Background: an optimization exercise with open tools, aiming at a short achievable clock period and few clock cycles per item. Do not read the settings as production practice. The RTL was checked by simulation tests, not by an equivalence proof against the original design. No activity file was given, so power comes from the tool's default toggle rates.

==> inputs of v28 <==
## cabac_binary_arithmetic_encoder_core
module cabac_binary_arithmetic_encoder_core (
	input  wire         clk,
	input  wire         arst_n,
	input  wire         s_tvalid,
	output wire         s_tready,
	input  wire  [23:0] s_tdata,    
	input  wire  [2:0]  s_tuser,    
	output wire         m_tvalid,
	input  wire         m_tready,
	output wire  [31:0] m_tdata,    
	output wire  [0:0]  m_tuser,    
	output wire         m_tlast,
	input  wire         cfg_valid,
	output wire         cfg_ready,
	input  wire  [5:0]  cfg_data
);
clock: 20.0 ns
lec_check: 0
abc_clock_period_in_ps: 10000
cap_margin: 20
core_margin: 2
core_utilization: 65
slew_margin: 20
run.sh (not shown) runs the stock make flow with config.mk's settings and CLKGATE_MAP_FILE= SYNTH_SCRIPT=/design/flow/synth_recipe.tcl, a recipe that flattens the netlist after the stock synthesis.
==> v18: changes against v28 <==
--- a/flow/design.v
+++ b/flow/design.v
@@ -348,23 +348,19 @@
 	reg         v1;
 	reg  [2:0]  cmd1;
 	reg  [7:0]  idx1;
 	reg         bin1;
 	reg  [6:0]  bk1 [0:15];
-	reg  [13:0] s16_1;
+	reg  [7:0]  iv1;
 	integer b;
 	always @(posedge clk) begin
 		cmd1 <= cmd0;
 		idx1 <= idx0;
 		bin1 <= bin0;
 		for (b = 0; b < 16; b = b + 1)
 			bk1[b] <= ctx_mem[{4'(b), idx0[3:0]}];
-		s16_1 <= (iv0[4] ? {5'd0, q5_q}       : 14'd0)
-		       + (iv0[5] ? {4'd0, q5_q, 1'b0} : 14'd0)
-		       + (iv0[6] ? {3'd0, q5_q, 2'b0} : 14'd0)
-		       + (iv0[7] ? {2'd0, q5_q, 3'b0} : 14'd0)
-		       + {3'd0, iv0[3:0], 7'd0} + cn_q;
+		iv1  <= iv0;
 	end
 	function automatic [6:0] state_from(input [13:0] s16);
 		reg signed [13:0] s;
 		reg        [6:0]  sc;
 		s = $signed(s16) >>> 4;
@@ -378,11 +374,12 @@
 	reg         v2;
 	reg  [2:0]  cmd2;
 	reg  [7:0]  idx2;
 	reg         bin2;
 	reg  [6:0]  ms2;
-	reg  [6:0]  ds2;
+	reg  [13:0] s16_2;
+	wire [6:0]  ds2 = state_from(s16_2);
 	reg         wv_q;
 	reg  [7:0]  widx_q;
 	reg  [6:0]  wd_q;
 	reg         lv_q;
 	reg  [7:0]  lidx_q;
@@ -401,11 +398,15 @@
 	end
 	always @(posedge clk) begin
 		cmd2 <= cmd1;
 		idx2 <= idx1;
 		bin2 <= bin1;
-		ds2  <= state_from(s16_1);
+		s16_2 <= (iv1[4] ? {5'd0, q5_q}       : 14'd0)
+		       + (iv1[5] ? {4'd0, q5_q, 1'b0} : 14'd0)
+		       + (iv1[6] ? {3'd0, q5_q, 2'b0} : 14'd0)
+		       + (iv1[7] ? {2'd0, q5_q, 3'b0} : 14'd0)
+		       + {3'd0, iv1[3:0], 7'd0} + cn_q;
 		if (we2 && idx2 == idx1)         ms2 <= wd2;
 		else if (wv_q && widx_q == idx1) ms2 <= wd_q;
 		else if (lv_q && lidx_q == idx1) ms2 <= ld_q;
 		else                             ms2 <= rd1;
 		widx_q <= idx2;
@@ -505,19 +506,22 @@
 	end
 	reg         v5;
 	reg  [2:0]  cmd5;
 	reg         ext5;
 	reg  [31:0] low5;     
-	reg  [31:0] lead5;
+	reg  [31:0] elow5;    
+	reg  [4:0]  ebl5;     
 	reg  [4:0]  bl5;      
 	always @(posedge clk) begin
 		cmd5  <= cmd4;
 		ext5  <= ext4;
-		lead5 <= e_low4 >> (5'd13 + e_bl4);
+		elow5 <= e_low4;
+		ebl5  <= e_bl4;
 		low5  <= ext4 ? (e_low4 & (32'hffffffff >> (5'd19 - e_bl4))) : e_low4;
 		bl5   <= ext4 ? (e_bl4 - 5'd8) : e_bl4;
 	end
+	wire [31:0] lead5  = elow5 >> (5'd13 + ebl5);
 	wire        isff5  = (lead5 == 32'h000000ff);
 	wire [4:0]  fsh5   = 5'd21 + bl5;
 	wire [5:0]  flen5  = 6'd13 + {bl5[4], bl5};
 	wire        cf5    = (low5 >> fsh5) != 32'd0;
 	wire [31:0] lowf5  = cf5 ? (low5 - (32'd1 << fsh5)) : low5;
==> flow/flow/run.sh (new file) <==
#!/bin/bash
# The standard layout (the standard.sh: ORFS synthesis to final layout,
# the design's SDC and clock period unchanged), with three changes to how the
# layout is optimized:
#  - port buffers are buf_4 cells (repair may resize them) instead of the
#    smallest buffer buffer_ports would pick;
#  - the ORFS repair_timing steps aim for 15 ns of setup slack on the 20 ns
#    clock, so they size and buffer the design's real critical paths;
#  - CTS clusters up to 25 sinks within 100 um per leaf buffer.
set -euo pipefail
export BUFFER_PORTS_ARGS="-buffer_cell sky130_fd_sc_hd__buf_4"
export SETUP_SLACK_MARGIN=15
export SKIP_GATE_CLONING=1
export CTS_ARGS="-sink_clustering_enable -repair_clock_nets -sink_clustering_size 25 -sink_clustering_max_diameter 100"
bash standard.sh > standard.log 2>&1
==> flow/standard.sh (new file) <==
#!/bin/bash
# synth_recipe.tcl (not shown) runs the flow's synth.tcl, then flattens the netlist and writes it again
# the make line also repeats each setting of config.mk as NAME=value (left out here)
make -C /OpenROAD-flow-scripts/flow DESIGN_CONFIG=/design/flow/config.mk WORK_HOME=/design/flow/orfs CLKGATE_MAP_FILE= SYNTH_SCRIPT=/design/flow/synth_recipe.tcl "${@:-finish}"
--- a/flow/config.mk
+++ b/flow/config.mk
@@ -6,7 +6,7 @@
 export NUM_CORES = 4
 export LEC_CHECK = 0
 export ABC_CLOCK_PERIOD_IN_PS = 10000
 export CAP_MARGIN = 20
 export CORE_MARGIN = 2
-export CORE_UTILIZATION = 65
+export CORE_UTILIZATION = 55
 export SLEW_MARGIN = 20
removed: flow/run.sh
==> v14: changes against v28 <==
==> flow/flow/run.sh (new file) <==
#!/bin/bash
# The standard layout (the standard.sh: ORFS synthesis to final layout,
# the design's SDC and clock period unchanged), with three changes to how the
# layout is optimized:
#  - port buffers are buf_4 cells (repair may resize them) instead of the
#    smallest buffer buffer_ports would pick;
#  - the ORFS repair_timing steps aim for 15 ns of setup slack on the 20 ns
#    clock, so they size and buffer the design's real critical paths;
#  - CTS clusters up to 25 sinks within 100 um per leaf buffer.
set -euo pipefail
export BUFFER_PORTS_ARGS="-buffer_cell sky130_fd_sc_hd__buf_4"
export SETUP_SLACK_MARGIN=15
export SKIP_GATE_CLONING=1
export CTS_ARGS="-sink_clustering_enable -repair_clock_nets -sink_clustering_size 25 -sink_clustering_max_diameter 100"
bash standard.sh > standard.log 2>&1
==> flow/standard.sh (new file) <==
#!/bin/bash
# synth_recipe.tcl (not shown) runs the flow's synth.tcl, then flattens the netlist and writes it again
# the make line also repeats each setting of config.mk as NAME=value (left out here)
make -C /OpenROAD-flow-scripts/flow DESIGN_CONFIG=/design/flow/config.mk WORK_HOME=/design/flow/orfs CLKGATE_MAP_FILE= SYNTH_SCRIPT=/design/flow/synth_recipe.tcl "${@:-finish}"
removed: flow/run.sh
==> comparison <==
- Against v18, the cell area of v14 is larger by 1.1%.
- Synthesized cell count is the same in v28 and v14.
- Of v14 and v28, v28 has the higher routed wire length (gap 3.5%, measured against v28).
- In v14 the non-clock buffer count is higher than in v18, by 6.
==> figures <==
	v14	v28	v18
Vias per cell	6.799	6.777	6.336
Cell with the largest stage delay on the worst path	sky130_fd_sc_hd__edfxtp_1	sky130_fd_sc_hd__clkdlybuf4s50_1	sky130_fd_sc_hd__edfxtp_1
Clock network area share	0.03107	0.07137	0.03190
Half-perimeter wire length of the detailed placement result	209000 um	208100 um	204200 um
Synthesized flop and latch total	3213	3213	3215
Status	timing/DRC/antenna clean	timing/DRC/antenna clean	timing/DRC/antenna clean
Fraction of power spent switching nets	0.3420	0.3231	0.3233
R2R Setup Slk	15.12 ns	14.93 ns	15.19 ns
Synthesized net count	8373	8373	7765
Sequential power	9.09 mW	9.09 mW	9.03 mW
Testbench counts of v28, summed over its fixed seeds: cycles 24,948, items 24,844.
Testbench counts of v18, summed over its fixed seeds: cycles 24,948, items 24,844.
Testbench counts of v14, summed over its fixed seeds: cycles 24,948, items 24,844.

==> what the ideal ports hide <==
The flow's constraints put no driver on any port. The routed layouts listed below were extracted and timed again, unchanged, in two steps. Step 1 sets driving cells, clkbuf_16 on the clock port and buf_2 on the other inputs (assumed; they add their load-dependent delay and slew). Step 2 also shifts input and output timing later by t, the mid clock arrival at the registers, as if the neighbouring blocks saw the same clock. a / b / c = ideal ports / drivers / drivers and shift; a / b = the first two.
run | t, ns | setup WS [ns] | hold slack, ns | latest minus earliest clock arrival (ns)
v28 | 1.018 | 14.140 / 14.035 / 13.499 | 0.321 / 0.321 / 0.321 | 0.088 / 0.089
v18 | 0.910 | 14.610 / 14.517 / 14.287 | 0.332 / 0.332 / 0.332 | 0.052 / 0.052
v14 | 0.920 | 14.591 / 14.500 / 14.322 | 0.329 / 0.329 / 0.329 | 0.051 / 0.052
After both steps setup and hold are still met in every run listed. For v28, which loses most, drivers alone change the setup slack by -0.105 ns; drivers and shift together by -0.641 ns.
